What follows belongs to an exercise in optimizing a design on an open flow for small area, a short achievable clock period and few clock cycles per item; a production flow would make more cautious choices.
Function was checked by simulation only, so behaviour that the tests miss may differ from the original.
Power figures rest on the tool's default switching activity, not on a simulated workload.

### design/flow/config.mk
export PLATFORM = sky130hd
export DESIGN_NAME = axi_4_vlsu_req_sequencer
export DESIGN_NICKNAME = axi_4_vlsu_req_sequencer
export VERILOG_FILES = /design/flow/design.v
export SDC_FILE = /design/flow/constraint.sdc
export NUM_CORES = 4
export LEC_CHECK = 0
export CAP_MARGIN = 20
export CORE_AREA = 10 10 510 510
export CTS_CLUSTER_DIAMETER = 150
export CTS_CLUSTER_SIZE = 20
export DIE_AREA = 0 0 520 520
export PLACE_DENSITY = 0.7
export SETUP_SLACK_MARGIN = 2.5
export SLEW_MARGIN = 20
### design/flow/constraint.sdc
create_clock -name core_clock -period 5.0 [get_ports {clk}]
set_input_delay 1.0000 -clock core_clock [delete_from_list [all_inputs] [get_ports {clk}]]
set_output_delay 1.0000 -clock core_clock [all_outputs]
set_load 0.01 [all_outputs]
### design/flow/design.v
module axi_4_vlsu_req_sequencer_burst_calc
#(
    parameter int unsigned CNT_W = 16,
    parameter bit          FIRST = 1'b0
) (
    input  logic [8:0]       a,        
    input  logic [7:0]       pth,      
    input  logic [CNT_W-1:0] rem,
    input  logic             rem_hi,   
    output logic [7:0]       th,       
    output logic [2:0]       thm1,     
    output logic             last
);
    logic        cut;     
    logic        hi;
    logic [7:0]  pn;      
    logic [16:0] gt;      
    logic [8:0]  fits;    
    logic [8:1]  capis;   
    assign hi  = FIRST ? (rem[CNT_W-1:5] != '0) : rem_hi;
    assign cut = FIRST ? (a[8:3] == 6'd63) : (a[8:3] == 6'd62 && pth[7]);
    always_comb begin
        for (int i = 0; i < 7; i++) pn[i] = pth[i] && !pth[i + 1];
        pn[7] = pth[7];
        for (int t = 0; t <= 16; t++) gt[t] = hi || (rem[4:0] > 5'(t));
        for (int k = 0; k <= 8; k++) begin
            if (FIRST) begin
                fits[k] = gt[k];
            end else begin
                fits[k] = 1'b0;
                for (int m = 0; m < 8; m++)
                    fits[k] = fits[k] || (pn[m] && gt[m + 1 + k]);
            end
        end
        for (int k = 1; k < 8; k++) capis[k] = cut && (a[2:0] == 3'(8 - k));
        capis[8] = !cut || (a[2:0] == 3'd0);
        for (int i = 0; i < 8; i++)
            th[i] = (!cut || (a[2:0] <= 3'(7 - i))) && fits[i];
        last = 1'b1;
        for (int k = 1; k <= 8; k++)
            if (capis[k] && fits[k]) last = 1'b0;
    end
    assign thm1[2] = th[4];
    assign thm1[1] = (th[2] && !th[4]) || th[6];
    assign thm1[0] = (th[1] && !th[2]) || (th[3] && !th[4]) || (th[5] && !th[6]) || th[7];
endmodule
module axi_4_vlsu_req_sequencer
#(
    parameter int unsigned ADDR_W    = 32,
    parameter int unsigned DATA_W    = 64,
    parameter int unsigned BURST_MAX = 8,
    parameter int unsigned CNT_W     = 16
) (
    input  logic                          clk,
    input  logic                          reset,
    input  logic                          req_valid,
    output logic                          req_ready,
    input  logic                          req_we,
    input  logic [ADDR_W-1:0]             req_addr,
    input  logic [CNT_W-1:0]              req_beats,
    input  logic                          wdata_valid,
    output logic                          wdata_ready,
    input  logic [DATA_W-1:0]             wdata,
    output logic                          rdata_valid,
    input  logic                          rdata_ready,
    output logic [DATA_W-1:0]             rdata,
    output logic                          done,
    output logic                          err,
    output logic                          ld_req,
    output logic                          st_req,
    output logic [ADDR_W-1:0]             base_addr,
    output logic [7:0]                    burst_len,
    output logic [2:0]                    burst_size,
    output logic [1:0]                    burst_type,
    output logic [DATA_W*BURST_MAX-1:0]   vlsu_wdata,
    output logic [(DATA_W/8)*BURST_MAX-1:0] write_strobe,
    input  logic [DATA_W*BURST_MAX-1:0]   burst_rdata_array,
    input  logic                          burst_valid_data,
    input  logic                          burst_wr_valid
);
    localparam int unsigned AW = ADDR_W - 3;    
    localparam int unsigned HW = AW - 3;        
    logic              req_ready_q;   
    logic              we_q;
    logic              err_q;
    logic              done_q;
    logic [AW-1:0]     a_q;           
    logic [CNT_W-1:0]  r_q;           
    logic              r_hi_q;        
    logic [2:0]        nm1_q;         
    logic [7:0]        nth_q;         
    logic              last_q;        
    logic [2:0]        n2m1_q;        
    logic [7:0]        n2th_q;
    logic              l2_q;
    logic              st_req_q;
    logic              ld_req_q;
    logic              pend_q;        
    logic              wact_q;        
    logic              rmore_q;       
    logic              wrdy_q;
    logic              rvld_q;
    logic [7:0]        cnt_q;         
    logic [7:0]        idx_q;         
    logic [DATA_W-1:0] slot_q [BURST_MAX];
    logic [7:0]       c_th;      
    logic [2:0]       c_m1;
    logic             c_last;
    logic [7:0]       n2_th;     
    logic [2:0]       n2_m1;
    logic             n2_last;
    axi_4_vlsu_req_sequencer_burst_calc #(.CNT_W(CNT_W), .FIRST(1'b1)) u_first (
        .a      (req_addr[11:3]),
        .pth    (8'h00),
        .rem    (req_beats),
        .rem_hi (1'b0),
        .th    (c_th),
        .thm1  (c_m1),
        .last  (c_last)
    );
    axi_4_vlsu_req_sequencer_burst_calc #(.CNT_W(CNT_W), .FIRST(1'b0)) u_next (
        .a      (a_q[8:0]),
        .pth    (nth_q),
        .rem    (r_q),
        .rem_hi (r_hi_q),
        .th    (n2_th),
        .thm1  (n2_m1),
        .last  (n2_last)
    );
    always_ff @(posedge clk) begin
        n2th_q <= n2_th;
        n2m1_q <= n2_m1;
        l2_q   <= n2_last;
    end
    logic [3:0]       r_lo;
    logic [CNT_W-1:0] r_next;
    logic [CNT_W-4:0] r_hi_m1;
    assign r_lo    = {1'b0, r_q[2:0]} + {1'b0, ~nm1_q};
    assign r_hi_m1 = r_q[CNT_W-1:3] - 1'b1;
    assign r_next  = {({(CNT_W-3){r_lo[3]}} & r_q[CNT_W-1:3]) |
                      ({(CNT_W-3){!r_lo[3]}} & r_hi_m1), r_lo[2:0]};
    logic [3:0]    a_lo;
    logic [AW-1:0] a_next;
    logic [HW-1:0] a_hi_p1;
    assign a_lo    = {1'b0, a_q[2:0]} + {1'b0, nm1_q} + 4'd1;
    assign a_hi_p1 = a_q[AW-1:3] + 1'b1;
    assign a_next  = {({HW{a_lo[3]}} & a_hi_p1) | ({HW{!a_lo[3]}} & a_q[AW-1:3]), a_lo[2:0]};
    logic       misal, empty, go, issue;
    logic       take, pop;
    logic       pend_d;
    logic [7:0] cnt_w, cnt_wa, cnt_ra;
    logic       st_d, ld_d;
    assign misal  = (req_addr[2:0] != 3'b000);
    assign empty  = (req_beats == '0);
    assign go     = req_valid && !misal && !empty;
    assign issue  = st_req_q || ld_req_q;
    assign pend_d = issue || (pend_q && !(burst_wr_valid || burst_valid_data));
    assign take   = wdata_valid && wrdy_q;
    assign cnt_w  = st_req_q ? (last_q ? 8'h00 : n2th_q) : cnt_q;
    assign cnt_wa = take ? (cnt_w >> 1) : cnt_w;
    assign st_d   = wact_q && !cnt_wa[0] && !pend_d && !st_req_q;
    assign pop    = rvld_q && rdata_ready;
    assign cnt_ra = burst_valid_data ? nth_q : (pop ? (cnt_q >> 1) : cnt_q);
    assign ld_d   = rmore_q && !cnt_ra[0] && !pend_d && !ld_req_q;
    always_ff @(posedge clk) begin
        if (reset) begin
            req_ready_q <= 1'b1;
            done_q      <= 1'b0;
            st_req_q    <= 1'b0;
            ld_req_q    <= 1'b0;
            pend_q      <= 1'b0;
            wact_q      <= 1'b0;
            rmore_q     <= 1'b0;
            wrdy_q      <= 1'b0;
            rvld_q      <= 1'b0;
            cnt_q       <= '0;
            idx_q       <= 8'h01;
        end else if (req_ready_q) begin
            req_ready_q <= !go;
            done_q      <= req_valid && (misal || empty);
            st_req_q    <= 1'b0;
            ld_req_q    <= go && !req_we;
            pend_q      <= 1'b0;
            wact_q      <= go && req_we;
            rmore_q     <= go && !req_we;
            wrdy_q      <= go && req_we;
            rvld_q      <= 1'b0;
            cnt_q       <= req_we ? c_th : 8'h00;
            idx_q       <= 8'h01;
        end else if (we_q) begin
            req_ready_q <= burst_wr_valid && !wact_q;
            done_q      <= burst_wr_valid && !wact_q;
            st_req_q    <= st_d;
            pend_q      <= pend_d;
            if (st_req_q) wact_q <= !last_q;
            wrdy_q      <= cnt_wa[0] || (st_d && !last_q);
            cnt_q       <= cnt_wa;
            if (take) idx_q <= cnt_w[1] ? {idx_q[6:0], idx_q[7]} : 8'h01;
        end else begin
            req_ready_q <= pop && !cnt_q[1] && !pend_q && !rmore_q;
            done_q      <= pop && !cnt_q[1] && !pend_q && !rmore_q;
            ld_req_q    <= ld_d;
            pend_q      <= pend_d;
            if (ld_req_q) rmore_q <= !last_q;
            rvld_q      <= cnt_ra[0];
            cnt_q       <= cnt_ra;
        end
    end
    logic ld_new, ld_n, keep_n;
    assign ld_new = req_ready_q;
    assign ld_n   = !req_ready_q && (st_req_q || (!we_q && burst_valid_data));
    assign keep_n = !req_ready_q && !(st_req_q || (!we_q && burst_valid_data));
    always_ff @(posedge clk) begin
        a_q    <= ({AW{ld_new}} & req_addr[ADDR_W-1:3]) |
                  ({AW{ld_n}}   & a_next) |
                  ({AW{keep_n}} & a_q);
        nm1_q  <= ({3{ld_new}} & c_m1)  | ({3{ld_n}} & n2m1_q) | ({3{keep_n}} & nm1_q);
        nth_q  <= ({8{ld_new}} & c_th)  | ({8{ld_n}} & n2th_q) | ({8{keep_n}} & nth_q);
        last_q <= (ld_new & c_last) | (ld_n & l2_q) | (keep_n & last_q);
        err_q  <= (ld_new & misal) | (!ld_new & err_q);
        r_q    <= ({CNT_W{ld_new}} & req_beats) | ({CNT_W{ld_n}} & r_next) | ({CNT_W{keep_n}} & r_q);
        r_hi_q <= (ld_new & (req_beats[CNT_W-1:5] != '0)) | (ld_n & (r_next[CNT_W-1:5] != '0)) |
                  (keep_n & r_hi_q);
        if (req_ready_q) we_q <= req_we;
    end
    logic                            cap_rd, shift;
    logic [7:0]                      sel_w;
    logic [7:0]                      sel_h;
    logic [DATA_W*(BURST_MAX+1)-1:0] above;
    assign cap_rd = !we_q && !cnt_q[0];    
    assign shift  = !we_q && pop;
    assign sel_w  = idx_q & {8{wrdy_q}};
    assign sel_h  = ~(sel_w | {8{cap_rd || shift}});
    always_comb begin
        above = '0;
        for (int i = 1; i < BURST_MAX; i++) above[DATA_W*(i-1) +: DATA_W] = slot_q[i];
    end
    always_ff @(posedge clk) begin
        for (int i = 0; i < BURST_MAX; i++) begin
            slot_q[i] <= ({DATA_W{sel_w[i]}} & wdata) |
                         ({DATA_W{cap_rd}}   & burst_rdata_array[DATA_W*i +: DATA_W]) |
                         ({DATA_W{shift}}    & above[DATA_W*i +: DATA_W]) |
                         ({DATA_W{sel_h[i]}} & slot_q[i]);
        end
    end
    assign req_ready   = req_ready_q;
    assign wdata_ready = wrdy_q;
    assign rdata_valid = rvld_q;
    assign rdata       = slot_q[0];
    assign done        = done_q;
    assign err         = err_q;
    assign ld_req      = ld_req_q;
    assign st_req      = st_req_q;
    assign base_addr   = {a_q, 3'b000};
    assign burst_len   = {5'b00000, nm1_q};
    assign burst_size  = 3'd3;
    assign burst_type  = 2'b01;
    always_comb begin
        for (int i = 0; i < BURST_MAX; i++) begin
            vlsu_wdata[DATA_W*i +: DATA_W] = slot_q[i];
            write_strobe[8*i +: 8]         = {8{nth_q[i]}};
        end
    end
endmodule
### design/flow/flow/run.sh
#!/bin/bash
# Standard ORFS layout, with small buffers on the ports instead of the
# default delay-cell port buffers.
cp standard.sh standard.sh.txt
cp config.mk config.mk.txt
export BUFFER_PORTS_ARGS="-buffer_cell sky130_fd_sc_hd__buf_1"
bash standard.sh > standard.log 2>&1
### design/flow/standard.sh
#!/bin/bash
# synth_recipe.tcl (not shown) runs the flow's synth.tcl, then flattens the netlist and writes it again
# the make line also repeats each setting of config.mk as NAME=value (left out here)
make -C /OpenROAD-flow-scripts/flow DESIGN_CONFIG=/design/flow/config.mk WORK_HOME=/design/flow/orfs CLKGATE_MAP_FILE= SYNTH_SCRIPT=/design/flow/synth_recipe.tcl "${@:-finish}"
==> summary.md, run 1 <==
| Metric | Value |
|---|---|
| CTS tree | `yes` |
| Clk latency of the worst-skew pair | `0.70 ns` |
| P_sw | `5650 µW` |
| Global Route Usage Sum | `18.0%` |
| CP required | `4.00 ns` |
| Post-Syn Instances | `3226` |
| Layout area overhead | `38.5%` |
| # clock sinks | `608` |
| Via count | `33900` |
| Die Footprint | `270000 µm²` |
| Slew margin rel. | `19.0%` |
| Critical path class | `register to output port` |
| PwrDens | `369 nW/µm²` |
| Endpoints failing setup | `0` |
| Largest net degree at the start of global routing | `95` |
| R2r setup slk | `2.53 ns` |
| Slew Viols, Final | `0` |
| Final Wtd Congestion | `0.979` |
| Reg2Reg Depth | `6` |
| Dominant synthesized flop cell | `dfxtp_1` |
| Starting Density | `11.0%` |
| Min-delay src | `slot_q[0][56]` |
| Top post-synthesis cells by count | `nand2_1, dfxtp_1, a222oi_1, clkbuf_1, buf_4` |
| Row count | `183` |
| Yosys reg bits | `608` |
| Grt total ovfl | `0` |
| Layout cells sized above 1 | `13.4%` |
| Final Hold Fails | `0` |
| First-pass GRT wire length | `328 mm` |
| Final Cycle Share | `49.6%` |
| Clock Skews | `0.0566 ns` |
| Avg Vias per Cell | `4.41` |
| Antenna Nets Post-Route | `0` |
| Clk buf depth | `3` |
| Number of remaining DRC errors | `0` |
| Hold_buf cts | `0` |
| Die Height | `520 µm` |
| Die W | `520 µm` |
| HP Class | `register to register` |
| Sw frac | `40.6%` |
| Flop pwr share | `45.7%` |
| Clock Root Buffer | `clkbuf_16` |
| Min cycle time layout | `2.48 ns` |
| Share of the synthesized area in the top cell type | `44.6%` |
| Vias in the first global route | `30600` |
| Synth area leader | `dfxtp_1` |
| Worst Hold Depth | `2` |
| Pin slew with the least headroom to its limit | `1.22 ns` |
| Initial antenna violation count | `165` |
| Worst EP arrival | `1.48 ns` |
| Reg clk slew, reported paths | `0.08 ns` |
| Critical Path, Cell by Cell | `buf_12 -> buf_6` |
| Crit-path max FO | `5` |
| Leak | `0.0147 µW` |
| Nets | `4883` |
| Detailed Place HPWL | `217 mm` |
| Port buffer count | `1310` |
| Core area | `249000 µm²` |
| Placed Cells | `7480` |
| Syn avg cell area | `8.44 µm²` |
| Synthesis Warnings | `4` |
| Area of the mapped netlist | `27200 µm²` |
| Hold Path End | `slot_q[0][56]` |
| Comb pwr share | `26.0%` |
| H-Tree Depth | `2` |
| Fillers | `28600` |
| VDD IR max | `0.264 mV` |
| # IOs | `1324` |
| TNS Setup | `0 ns` |
| CP Launch Type | `register` |
| RSZ-0062 raised after global routing | `true` |
| Final non-filler cell total | `7675` |
| Library cells used by synthesis | `86` |
| Max-cap violations | `0` |
| Post-synth EDFFs | `2` |
| Count leader, synth | `nand2_1` |
| Ranking of synthesized cells by area | `dfxtp_1, a222oi_1, nand2_1` |
| Crit-path max cell delay | `0.42 ns` |
| Router iterations before antenna repair | `15` |
| Crit. End Element | `output port` |
| WL final | `261 mm` |
| Sequential share of the synthesized area | `44.8%` |
| Routed len/inst | `34.0 µm` |
| Synth async-reset ratio | `0%` |
| Internal power | `8280 µW` |
| Worst R2R Start | `wrdy_q` |
| Iter 0 DRT Violations | `6686` |
| Fmax | `403 MHz` |
| CP max stage cell | `dfxtp_4` |
| Status | `timing/DRC/antenna clean` |
| Clock power share | `28.3%` |
| Reg2Reg Capture Point | `slot_q[7][35]` |
| CTS Buf Count | `43` |
-- flip-flops by register name, indices dropped and copies added, names as in the netlist, 2 cells and up, named ones only --
| name | count |
|---|---|
| nth_q | 8 |
| slot_q | 512 |
| nm1_q | 3 |
| n2m1_q | 2 |
| idx_q | 8 |
| n2th_q | 8 |
| cnt_q | 8 |
| a_q | 29 |
| r_q | 16 |
-- power groups by stage --
| stage | Clock (µW) | Combinational (µW) | Sequential [µW] |
|---|---|---|---|
| after floorplan | 0 | 1220 | 6390 |
| after global placement | 0 | 3480 | 6410 |
| after detailed placement | 0 | 3480 | 6440 |
| after CTS | 4080 | 3620 | 6330 |
| after global routing | 4200 | 3890 | 6420 |
| final | 3940 | 3630 | 6370 |
-- layer usage --
metal | global-route usage [%] | share of wire [%] | up-vias
li1 | - | - | 14000
met1 | 20.1 | 36 | 16400
met2 | 27.7 | 43 | 2933
met3 | 10.2 | 15 | 542
met4 | 8.53 | 5.4 | 56
met5 | 0 | 0.14 | -
-- through the flow --
stage	power (µW)	setup WS (ns)	instance area, µm²	hold slack, ns	util [%]
after detailed placement	9920	1.38	34900	0.446	14.0
after CTS	14000	2.32	37300	0.392	15.0
after global routing	14500	2.39	37600	0.450	15.1
final	13900	2.52	37700	0.461	15.2
after floorplan	7600	2.42	27300	0.441	-
after global placement	9900	1.35	34900	0.443	14.0
-- critical path, delay by kind of cell (launching register included) --
kind | cells | cell delay (ns)
flops | 1 | 0.42
buf+inv | 2 | 0.33
-- cell families after synthesis --
family / count (synthesis) / synth area share (%)
AOI/OAI and AO/OA: 756 / 24.7
DFF: 608 / 44.8
buffers and inverters: 551 / 9.55
muxes: 8 / 0.308
xor gates and xnor gates: 42 / 1.35
and+or+nand+nor: 1247 / 18.7
other: 2 / 0.0276
adders and majority gates: 12 / 0.607
-- final cells by class --
| class | count | area, µm² | share of cell area (%) |
|---|---|---|---|
| Inverter | 91 | 342 | 0.906 |
| Clock buffer | 45 | 1100 | 2.93 |
| Tap cell | 3330 | 4170 | 11.0 |
| Multi-Input combinational cell | 2078 | 12800 | 34.0 |
| Sequential cell | 608 | 12300 | 32.7 |
| Antenna cell | 90 | 225 | 0.597 |
| Clock inverter | 16 | 240 | 0.637 |
| Timing Repair Buffer | 1417 | 6480 | 17.2 |
-- worst max path at each step --
stage,slack (ns),startpoint,end,cells past startpoint
final,2.52,nth_q[3],write_strobe[27],2
after global routing,2.39,r_q[0],r_hi_q,8
after CTS,2.32,slot_q[6][63],vlsu_wdata[447],1
after detailed placement,1.38,burst_valid_data,a_q[24],8
after global placement,1.35,burst_valid_data,a_q[24],8
after floorplan,2.42,req_beats[7],ld_req_q,7
-- placed cells by master (no fill, tap or decap), types with 7 or more instances in the layout --
cell type and count:
clkbuf_16 44, a222oi_1 513, dfxtp_1 528, and3_1 8, buf_2 210, diode_2 90, xor2_1 21, buf_4 93
xnor2_1 21, nand2b_1 9, ha_1 8, and2_4 8, a21oi_1 59, buf_6 11, nor2b_1 18, conb_1 13
dfxtp_2 59, nor2_1 63, buf_12 25, o21a_1 8, o21ai_0 73, o211ai_1 9, nor2_4 9, nor3_1 18
and2_1 7, dfxtp_4 19, buf_1 1059, clkbuf_2 14, nand4_1 10, inv_1 91, a211oi_1 9, nand2_1 1002
nand3_1 34
-- repair_timing --
item	CTS	global route
gates cloned	1	0
setup endpoints to repair	827	50
buffers inserted	36	7
gates resized for setup	400	42
pin swaps	7	4
Testbench counts, summed over its fixed seeds: cycles 28,167, beats 17,486.
==> run 2: changes to the inputs <==
--- a/design/flow/config.mk
+++ b/design/flow/config.mk
@@ -11,5 +11,4 @@
 export CTS_CLUSTER_SIZE = 20
 export DIE_AREA = 0 0 520 520
-export PLACE_DENSITY = 0.7
 export SETUP_SLACK_MARGIN = 2.5
 export SLEW_MARGIN = 20
==> run 2 against run 1 <==
  * Still clean
  * Setup slack worse by 0.0096 ns
  * First-iteration DRC count rose by 17%
  * Hold slack got worse by 0.0020 ns
  * Combinational power hardly changed
  * Global-route usage is 0.34 points lower
  * Design area decreased by 1.0%
  * Wire length fell by 1.4%
  * Register-to-register slack got worse by 0.02 ns
  * Synthesized cell count did not move
  * Largest power group unchanged
==> summary.md, run 2 <==
| Metric | Value |
|---|---|
| Dominant synthesized flop cell | `dfxtp_1` |
| VDD IR max | `0.269 mV` |
| Final WS setup | `2.51 ns` |
| Slew Viols, Final | `0` |
| Flop pwr share | `45.6%` |
| Port buffer count | `1310` |
| Leak | `0.0145 µW` |
| Top post-synthesis cells by count | `nand2_1, dfxtp_1, a222oi_1, clkbuf_1, buf_4` |
| Clock Skews | `0.0479 ns` |
| CP Launch Type | `register` |
| Largest net degree at the start of global routing | `126` |
| Synth async-reset ratio | `0%` |
| Layout area overhead | `37.1%` |
| Die Footprint | `270000 µm²` |
| Synthesis Warnings | `4` |
| Syn avg cell area | `8.44 µm²` |
| Avg Vias per Cell | `4.37` |
| Final Cycle Share | `49.8%` |
| TNS Setup | `0 ns` |
| Hold_ws | `0.459 ns` |
| RSZ-0062 raised after global routing | `false` |
| # clock sinks | `608` |
| Area of the mapped netlist | `27200 µm²` |
| Synth area leader | `dfxtp_1` |
| Min cycle time layout | `2.49 ns` |
| Detailed Place HPWL | `213 mm` |
| Placed instance area | `35000 µm²` |
| Pre-CTS WS | `1.40 ns` |
| Layout cells sized above 1 | `11.8%` |
| Clk buf depth | `3` |
| Post-synth EDFFs | `2` |
| Count leader, synth | `nand2_1` |
| Share of the synthesized area in the top cell type | `44.6%` |
| Reg2Reg Depth | `6` |
| Pin slew with the least headroom to its limit | `1.19 ns` |
| Final non-filler cell total | `7661` |
| CTS tree | `yes` |
| Fmax | `402 MHz` |
| Hold_buf cts | `0` |
| PwrDens | `374 nW/µm²` |
| # IOs | `1324` |
| Number of remaining DRC errors | `0` |
| Starting Density | `11.0%` |
| CTS Buf Count | `43` |
| Yosys reg bits | `608` |
| Reg2Reg Capture Point | `slot_q[2][23]` |
| Vias in the first global route | `30500` |
| Router iterations before antenna repair | `17` |
| Via count | `33500` |
| Sw frac | `40.6%` |
| Placed Cells | `7491` |
| CP max stage cell | `buf_12` |
| Critical path class | `register to register` |
| First-pass GRT wire length | `323 mm` |
| Clock power share | `28.5%` |
| Max-cap violations | `0` |
| Final Wtd Congestion | `0.964` |
| P_sw | `5660 µW` |
| Critical Path, Cell by Cell | `buf_4 -> nor2_4 -> buf_12 -> buf_12 -> a222oi_1 -> nand2_1` |
| Worst R2R Start | `we_q` |
| CP Launch Point | `we_q` |
| Most common cell after layout, fill and taps aside | `buf_1` |
| Sequential share of the synthesized area | `44.8%` |
| Worst EP arrival | `3.12 ns` |
| Reg clk slew, reported paths | `0.10 ns` |
| Core area | `249000 µm²` |
| Die Height | `520 µm` |
| Row count | `183` |
| Critical Path Most Common Cell | `buf_12` |
| Post-Syn Instances | `3226` |
| Crit-path max FO | `125` |
| Registers with the most flip-flops | `slot_q x512, a_q x29, r_q x16` |
| Grt total ovfl | `0` |
| H-Tree Depth | `2` |
| Final Hold Fails | `0` |
| Endpoints failing setup | `0` |
| Commonest cells after routing, fill and taps aside | `buf_1, nand2_1, dfxtp_1, a222oi_1, buf_2` |
| Cell area after layout | `37300 µm²` |
| Clock Root Buffer | `clkbuf_16` |
| Initial antenna violation count | `102` |
| Die W | `520 µm` |
| Slew margin rel. | `20.6%` |
| Internal power | `8290 µW` |
| Comb pwr share | `26.0%` |
| Max reg flops | `512` |
| Critical path endpoint | `slot_q[2][23]` |
| Ranking of synthesized cells by area | `dfxtp_1, a222oi_1, nand2_1` |
| Status | `timing/DRC/antenna clean` |
| CP required | `5.63 ns` |
| Clk latency of the worst-skew pair | `0.70 ns` |
| Antenna Nets Post-Route | `0` |
| WL final | `258 mm` |
| Crit. End Element | `register` |
| Library cells used by synthesis | `86` |
| Global Route Usage Sum | `17.7%` |
| R2r setup slk | `2.51 ns` |
| Nets | `4876` |
| Routed len/inst | `33.6 µm` |
| HP Class | `register to register` |
| Fillers | `28700` |
| Crit-path max cell delay | `0.38 ns` |
| Register with the most flip-flops | `slot_q` |
| Iter 0 DRT Violations | `7801` |
-- run 2: kinds of logic (layout without fill, tap and decap cells) --
kind of cell / count (synthesis) / after routing / share of synthesized area, %
AOI/OAI and AO/OA: 756 / 756 / 24.7
xor gates and xnor gates: 42 / 42 / 1.35
adders and majority gates: 12 / 12 / 0.607
buffers and inverters: 551 / 1559 / 9.55
DFF: 608 / 608 / 44.8
muxes: 8 / 8 / 0.308
other: 2 / 96 / 0.0276
and+or+nand+nor: 1247 / 1250 / 18.7
-- run 2: area by class of cell --
cell class / count / area, µm² / area share (%)
sequential: 608 / 12300 / 33.0
inverter: 91 / 345 / 0.925
tap: 3330 / 4170 / 11.2
antenna: 83 / 208 / 0.556
multi-input combinational: 2081 / 12800 / 34.3
timing repair buffer: 1407 / 6150 / 16.5
clock buffer: 48 / 1140 / 3.05
clock inverter: 13 / 204 / 0.546
-- run 2: power by group through the flow --
stage               logic (µW)  registers, µW  clock network (µW)
floorplan                 1220           6390                   0
global placement          3540           6410                   0
detailed placement        3540           6430                   0
CTS                       3650           6320                4100
global route              3900           6410                4200
finish                    3620           6360                3970
-- run 2: worst min-delay path by stage --
stage | start | to | slack, ns | cells past startpoint
after floorplan | idx_q[1] | idx_q[1] | 0.44 | 2
after global placement | slot_q[0][61] | slot_q[0][61] | 0.44 | 2
after CTS | req_addr[29] | a_q[26] | 0.39 | 3
after detailed placement | slot_q[0][15] | slot_q[0][15] | 0.45 | 2
after global routing | req_addr[15] | a_q[12] | 0.45 | 3
final | slot_q[3][63] | slot_q[3][63] | 0.46 | 2
-- run 2: per-layer routing --
metal	vias up	track usage [%]	routed length, µm
met3	422	9.00	37600
li1	14000	-	-
met1	16300	20.5	95100
met5	-	0	253
met4	38	8.05	12000
met2	2744	27.1	113000
-- run 2: per-stage QoR --
| stage | total power (µW) | utilization (%) |
|---|---|---|
| 4_1_cts | 14100 | 14.8 |
| 3_3_place_gp | 9950 | 14.1 |
| 2_1_floorplan | 7600 | - |
| 3_5_place_dp | 9960 | 14.1 |
| 6_report | 13900 | 15.0 |
| 5_1_grt | 14500 | 15.0 |
-- run 2: worst max-delay path: cells and delay by family (launching register included) --
family / cells / cell delay, ns
DFF: 1 / 0.37
and+or+nand+nor: 2 / 0.48
AOI/OAI and AO/OA: 1 / 0.31
buffers and inverters: 3 / 0.87
-- run 2: repair_timing --
| item | 4_1_cts | 5_1_grt |
|---|---|---|
| gates resized for setup | 337 | 35 |
| gates cloned | 2 | 1 |
| setup buffers | 9 | 14 |
| endpoints found under the hold margin | 0 | 0 |
| setup endpoints to repair | 760 | 199 |
| pin swaps | 4 | 10 |
==> run 3: changes to the inputs <==
--- a/design/flow/config.mk
+++ b/design/flow/config.mk
@@ -9,6 +9,6 @@
 export CORE_AREA = 10 10 510 510
 export CTS_CLUSTER_DIAMETER = 150
-export CTS_CLUSTER_SIZE = 20
+export CTS_CLUSTER_SIZE = 22
 export DIE_AREA = 0 0 520 520
-export SETUP_SLACK_MARGIN = 2.5
+export SETUP_SLACK_MARGIN = 2.45
 export SLEW_MARGIN = 20
==> run 3 against run 2 <==
  * Still clean
  * Sequential share of layout area rose by 0.38 points
  * Clock-buffer cell count fell by 2
  * Global-route usage fell by 0.26 points
  * Via count fell by 1.2%
  * Design area fell by 1.4%
  * Combinational power fell by 2%
  * Maximum frequency fell by 2.3%
  * Critical endpoint is now vlsu_wdata[303]
  * Highest routed layer unchanged
==> summary.md, run 3 <==
| Metric | Value |
|---|---|
| Status | `timing/DRC/antenna clean` |
| Post-Syn Instances | `3226` |
| Share of the synthesized area in the top cell type | `44.6%` |
| Critical Path, Cell by Cell | `buf_1` |
| Synth area leader | `dfxtp_1` |
| Max-cap violations | `0` |
| Yosys reg bits | `608` |
| CP bufs+invs | `1` |
| Grt total ovfl | `0` |
| Final Cycle Share | `51.0%` |
| Routed len/inst | `33.3 µm` |
| Endpoints failing setup | `0` |
| Slew margin rel. | `18.7%` |
| Worst Hold Depth | `2` |
| Die Height | `520 µm` |
| Clk buf depth | `3` |
| HP Class | `register to register` |
| Register with the most flip-flops | `slot_q` |
| WL final | `253 mm` |
| Most common cell after layout, fill and taps aside | `buf_1` |
| Via count | `33100` |
| RSZ-0062 raised after global routing | `true` |
| Synthesis Warnings | `4` |
| Pin slew with the least headroom to its limit | `1.22 ns` |
| Crit. End Element | `output port` |
| Avg Vias per Cell | `4.35` |
| TNS Setup | `0 ns` |
| Sequential share of the synthesized area | `44.8%` |
| R2r setup slk | `2.56 ns` |
| Worst EP arrival | `1.55 ns` |
| Detailed Place HPWL | `210 mm` |
| Largest net degree at the start of global routing | `122` |
| Layout area overhead | `35.2%` |
| Post-synth EDFFs | `2` |
| Reg2Reg Capture Point | `n2m1_q[0]` |
| Min cycle time layout | `2.55 ns` |
| Antenna Nets Post-Route | `0` |
| Crit-path max cell delay | `0.59 ns` |
| Fmax | `392 MHz` |
| Max reg flops | `512` |
| H-Tree Depth | `2` |
| PwrDens | `371 nW/µm²` |
| Top post-synthesis cells by count | `nand2_1, dfxtp_1, a222oi_1, clkbuf_1, buf_4` |
| Count leader, synth | `nand2_1` |
| VDD IR max | `0.270 mV` |
| Hold Path End | `slot_q[0][51]` |
| Registers with the most flip-flops | `slot_q x512, a_q x29, r_q x16` |
| Die W | `520 µm` |
| CP required | `4.00 ns` |
| Clock Root Buffer | `clkbuf_16` |
| Cell area after layout | `36800 µm²` |
| Row count | `183` |
| Library cells used by synthesis | `86` |
| Min-delay src | `slot_q[0][51]` |
| Leak | `0.0142 µW` |
| Final Wtd Congestion | `0.973` |
| Global Route Usage Sum | `17.4%` |
| Placed instance area | `34900 µm²` |
| Commonest cells after routing, fill and taps aside | `buf_1, nand2_1, dfxtp_1, a222oi_1, buf_2` |
| Pre-CTS WS | `1.78 ns` |
| Placed Cells | `7475` |
| Iter 0 DRT Violations | `7221` |
| Clock Skews | `0.0512 ns` |
| Critical path class | `register to output port` |
| CP Launch Type | `register` |
| Final WS setup | `2.45 ns` |
| Synth async-reset ratio | `0%` |
| Layout cells sized above 1 | `9.52%` |
| Vias in the first global route | `30100` |
| Port buffer count | `1310` |
| Final non-filler cell total | `7601` |
| CP max stage cell | `dfxtp_1` |
| Final Hold Fails | `0` |
| Area of the mapped netlist | `27200 µm²` |
| Number of remaining DRC errors | `0` |
| Die Footprint | `270000 µm²` |
| Initial antenna violation count | `134` |
| Reg2Reg Depth | `9` |
| Clk latency of the worst-skew pair | `0.69 ns` |
| Router iterations before antenna repair | `17` |
| CTS Buf Count | `39` |
| # IOs | `1324` |
| Top delay family on crit path | `flip-flops` |
| Worst R2R Start | `r_q[3]` |
| First-pass GRT wire length | `319 mm` |
| Core area | `249000 µm²` |
| Ranking of synthesized cells by area | `dfxtp_1, a222oi_1, nand2_1` |
| Crit-path max FO | `3` |
| Nets | `4839` |
| CTS tree | `yes` |
| Slew Viols, Final | `0` |
| Reg clk slew, reported paths | `0.10 ns` |
| Dominant synthesized flop cell | `dfxtp_1` |
| Starting Density | `11.0%` |
| # clock sinks | `608` |
| Syn avg cell area | `8.44 µm²` |
[run 3: changes by cell type in the layout (fill, tap and decap cells not counted), sizes merged]
cell and delta:
clkinv -3, diode -23, buf -33, inv +1, nor2 -2, clkbuf +1, and2 -1
[run 3: area by class of cell]
| class | count | area (µm²) |
|---|---|---|
| diodes | 60 | 150 |
| clock buffers | 46 | 1050 |
| clock inverters | 11 | 183 |
| fillers | 28700 | 212000 |
| inverters | 91 | 342 |
| multi-input cells | 2078 | 12800 |
| flip-flops and latches | 608 | 12300 |
| well taps | 3330 | 4170 |
| repair buffers | 1377 | 5880 |
[run 3: cells by family (layout without fill, tap and decap cells)]
kind of cell             after synthesis  count (layout)  synth area share (%)
XOR/XNOR                              42              42                  1.35
flip-flops                           608             608                  44.8
multiplexers                           8               8                 0.308
AND/OR/NAND/NOR                     1247            1247                  18.7
AO/OA/AOI/OAI                        756             756                  24.7
other                                  2              73                0.0276
adder cells (fa/ha/maj)               12              12                 0.607
buffers and inverters                551            1525                  9.55
[run 3: how the worst max path moves through the flow]
stage	startpoint	end	slack (ns)	depth (start not counted)
3_3_place_gp	rdata_ready	slot_q[5][40]	1.85	6
4_1_cts	st_req_q	st_req	2.28	1
6_report	slot_q[4][47]	vlsu_wdata[303]	2.45	1
5_1_grt	r_q[4]	n2m1_q[0]	2.40	9
3_5_place_dp	rdata_ready	slot_q[5][10]	1.78	7
2_1_floorplan	req_beats[7]	ld_req_q	2.42	7
[run 3: power breakdown]
| part | total (µW) | internal, µW | switching (µW) |
|---|---|---|---|
| clock network | 3780 | 1620 | 2160 |
| logic | 3540 | 977 | 2560 |
| registers | 6350 | 5530 | 815 |
| total | 13700 | 8130 | 5540 |
[run 3: per-stage QoR]
stage / util (%) / total power [µW] / hold WS (ns)
2_1_floorplan: - / 7600 / 0.441
3_5_place_dp: 14.0 / 9930 / 0.447
5_1_grt: 14.8 / 14300 / 0.467
3_3_place_gp: 14.0 / 9930 / 0.443
6_report: 14.8 / 13700 / 0.458
4_1_cts: 14.7 / 13800 / 0.421
[run 3: repair_timing]
action / 4_1_cts / 5_1_grt
gates resized for setup: 258 / 34
pin swaps: 2 / 3
hold buffers: 0 / 0
setup buffers: 5 / 4
setup endpoints to repair: 633 / 75
[run 3: per-layer routing]
metal  up-vias  GRT usage (%)  wire length (µm)
li1      13800              -                 -
met3       484           9.91             39700
met2      2728           27.0            109000
met1     16000           19.5             90700
met5         -              0               392
met4        58           7.53             13700
==> run 4: changes to the inputs <==
--- a/design/flow/config.mk
+++ b/design/flow/config.mk
@@ -11,4 +11,4 @@
 export CTS_CLUSTER_SIZE = 22
 export DIE_AREA = 0 0 520 520
-export SETUP_SLACK_MARGIN = 2.45
+export SETUP_SLACK_MARGIN = 2.4
 export SLEW_MARGIN = 20
==> run 4 against run 3 <==
  * Via count fell by 0.33%
  * Synthesized area unchanged
  * Sequential power hardly changed
  * Register-to-register slack lost 0.09 ns
  * Global-route usage grew 0.19 points
  * Die area stayed put
  * Maximum frequency shrank 1.5%
  * First-iteration DRC count is 4.0% lower
  * Utilization fell by 0.082 points
  * Clock-buffer cell count is 5 lower
  * Critical path type unchanged
  * Critical path depth stayed put
==> summary.md, run 4 <==
| Metric | Value |
|---|---|
| Worst EP arrival | `1.59 ns` |
| Iter 0 DRT Violations | `6933` |
| Initial antenna violation count | `105` |
| Largest net degree at the start of global routing | `123` |
| Dominant synthesized flop cell | `dfxtp_1` |
| Count leader, synth | `nand2_1` |
| GRT met3 Usage | `8.93%` |
| RSZ-0062 raised after global routing | `true` |
| VDD IR max | `0.277 mV` |
| Antenna Nets Post-Route | `0` |
| Grt total ovfl | `0` |
| CTS tree | `yes` |
| Clock Skews | `0.0411 ns` |
| Clk buf depth | `3` |
| Slew margin rel. | `24.8%` |
| HP Class | `register to register` |
| Die Height | `520 µm` |
| Detailed Place HPWL | `212 mm` |
| TNS Setup | `0 ns` |
| Hold_buf cts | `0` |
| CP Launch Type | `register` |
| Synth area leader | `dfxtp_1` |
| Layout area overhead | `34.4%` |
| Most common cell after layout, fill and taps aside | `buf_1` |
| Share of the synthesized area in the top cell type | `44.6%` |
| Nets | `4848` |
| First-pass GRT wire length | `322 mm` |
| WL final | `256 mm` |
| Critical Path, Cell by Cell | `buf_1` |
| Registers with the most flip-flops | `slot_q x512, a_q x29, r_q x16` |
| Post-synth EDFFs | `2` |
| Min cycle time layout | `2.59 ns` |
| Top delay family on crit path | `flip-flops` |
| Max reg flops | `512` |
| # clock sinks | `608` |
| Crit. End Element | `output port` |
| Register with the most flip-flops | `slot_q` |
| Yosys reg bits | `608` |
| Final Cycle Share | `51.7%` |
| Endpoints failing setup | `0` |
| Crit-path max FO | `3` |
| Synth async-reset ratio | `0%` |
| Final Core Density | `14.7%` |
| Commonest cells after routing, fill and taps aside | `buf_1, nand2_1, dfxtp_1, a222oi_1, buf_2` |
| # IOs | `1324` |
| Library cells used by synthesis | `86` |
| Routed len/inst | `33.7 µm` |
| Router iterations before antenna repair | `15` |
| Layout cells sized above 1 | `7.99%` |
| CP max stage cell | `dfxtp_1` |
| Die W | `520 µm` |
| Max-cap violations | `0` |
| Ranking of synthesized cells by area | `dfxtp_1, a222oi_1, nand2_1` |
| Final non-filler cell total | `7599` |
| Port buffer count | `1310` |
| GRT met1 Usage | `20.2%` |
| H-Tree Depth | `2` |
| Status | `timing/DRC/antenna clean` |
| Core area | `249000 µm²` |
| Clock Root Buffer | `clkbuf_16` |
| CTS Buf Count | `39` |
| Placed Cells | `7481` |
| Number of remaining DRC errors | `0` |
| Top post-synthesis cells by count | `nand2_1, dfxtp_1, a222oi_1, clkbuf_1, buf_4` |
| CP required | `4.00 ns` |
| Area of the mapped netlist | `27200 µm²` |
| Final Wtd Congestion | `0.973` |
| Via count | `33000` |
| Global Route Usage Sum | `17.6%` |
| Fmax | `387 MHz` |
| Avg Vias per Cell | `4.34` |
| Vias in the first global route | `30300` |
| Synthesis Warnings | `4` |
| Pin slew with the least headroom to its limit | `1.13 ns` |
| Leak | `0.0140 µW` |
| Post-Syn Instances | `3226` |
| Row count | `183` |
| Sequential share of the synthesized area | `44.8%` |
| Clk latency of the worst-skew pair | `0.67 ns` |
| PwrDens | `372 nW/µm²` |
| GR peak layer | `met2` |
| Die Footprint | `270000 µm²` |
| Met2 usage | `27.8%` |
| Final Hold Fails | `0` |
| Slew Viols, Final | `0` |
| Starting Density | `11.0%` |
| Crit-path max cell delay | `0.58 ns` |
| Syn avg cell area | `8.44 µm²` |
| Critical path class | `register to output port` |
| CP bufs+invs | `1` |
| Reg clk slew, reported paths | `0.10 ns` |
run 4: cell families (layout without fill, tap and decap cells):
kind of cell,count (synthesis),after routing,share of synthesized area [%]
DFF,608,608,44.8
xor gates and xnor gates,42,42,1.35
other,2,65,0.0276
adders and majority gates,12,12,0.607
AOI/OAI and AO/OA,756,756,24.7
muxes,8,8,0.308
buffers and inverters,551,1529,9.55
and+or+nand+nor,1247,1249,18.7
run 4: power breakdown:
group	leakage (µW)	switching [µW]	internal (µW)	total, µW
combinational	0.00829	2580	963	3540
clock	0.000587	2140	1550	3690
sequential	0.00510	832	5530	6360
run 4: layout make-up:
class | instances | area, µm²
timing repair buffer | 1384 | 5830
clock inverter | 13 | 199
fill | 28800 | 212000
sequential | 608 | 12200
inverter | 91 | 342
clock buffer | 41 | 993
tap | 3330 | 4170
multi-input combinational | 2080 | 12700
antenna | 52 | 130
run 4: per-layer routing:
| layer | wire length, µm | vias up |
|---|---|---|
| met4 | 11500 | 46 |
| met1 | 92700 | 15900 |
| met3 | 38200 | 404 |
| met2 | 113000 | 2765 |
| li1 | - | 13800 |
| met5 | 288 | - |
run 4: path summary, 6_finish.rpt:
check        cells after the start  slack [ns]               to          start
min                              2        0.46    slot_q[0][50]  slot_q[0][50]
max reg2reg                      6        2.47    slot_q[6][28]         rvld_q
max                              1        2.41  vlsu_wdata[160]  slot_q[2][32]
min reg2reg                      2        0.46    slot_q[0][50]  slot_q[0][50]
run 4: stage by stage:
| step | hold slack (ns) | power, µW | area (µm²) | worst slack, ns |
|---|---|---|---|---|
| 3_5_place_dp | 0.448 | 9970 | 34900 | 1.48 |
| 5_1_grt | 0.475 | 14200 | 36500 | 2.34 |
| 2_1_floorplan | 0.441 | 7600 | 27300 | 2.40 |
| 4_1_cts | 0.427 | 13700 | 36300 | 2.40 |
| 3_3_place_gp | 0.443 | 9960 | 34900 | 1.40 |
| 6_report | 0.458 | 13600 | 36600 | 2.41 |
run 4: worst reg2reg max path: cells and delay by family (launching register included):
family / cells / cell delay, ns
and+or+nand+nor: 3 / 0.81
DFF: 1 / 0.48
buffers and inverters: 2 / 0.86
AOI/OAI and AO/OA: 1 / 0.31
run 4: timing repair:
item	4_1_cts	5_1_grt
buffers inserted	0	10
gates resized for setup	155	34
pin swaps	0	6
gates cloned	0	2
setup endpoints to repair	276	164

==> re-timing with driven ports <==
The flow's constraints put no driver on any port. The routed layouts listed below were extracted and timed again, unchanged, in two steps.
Step 1, drivers: a clkbuf_16 drives clk and a buf_2 each remaining input, both assumed.
Step 2 times the ports against the registers' clock, not the clock port: input delays grow and output delays shrink by t, the midpoint of the rising clock arrivals with the driver on.
Slacks: ideal ports / drivers / drivers and shift; pairs: ideal ports / drivers.
| run | shift t [ns] | setup slack, ns | hold slack, ns | clock arrival spread, ns | slew at the worst register clock pin (ns) |
|---|---|---|---|---|---|
| run 1 | 0.754 | 2.520 / 2.442 / 1.864 | 0.461 / 0.443 / 0.461 | 0.061 / 0.061 | 0.10 / 0.10 |
| run 2 | 0.759 | 2.511 / 2.442 / 1.787 | 0.459 / 0.440 / 0.459 | 0.048 / 0.048 | 0.10 / 0.10 |
| run 3 | 0.744 | 2.452 / 2.376 / 1.839 | 0.458 / 0.450 / 0.458 | 0.055 / 0.056 | 0.11 / 0.11 |
| run 4 | 0.738 | 2.413 / 2.332 / 1.819 | 0.458 / 0.458 / 0.458 | 0.057 / 0.057 | 0.11 / 0.11 |
After both steps every run listed still meets setup and hold. The setup slack of run 2, which loses most, moves by -0.069 ns with the drivers and by -0.724 ns with both steps.
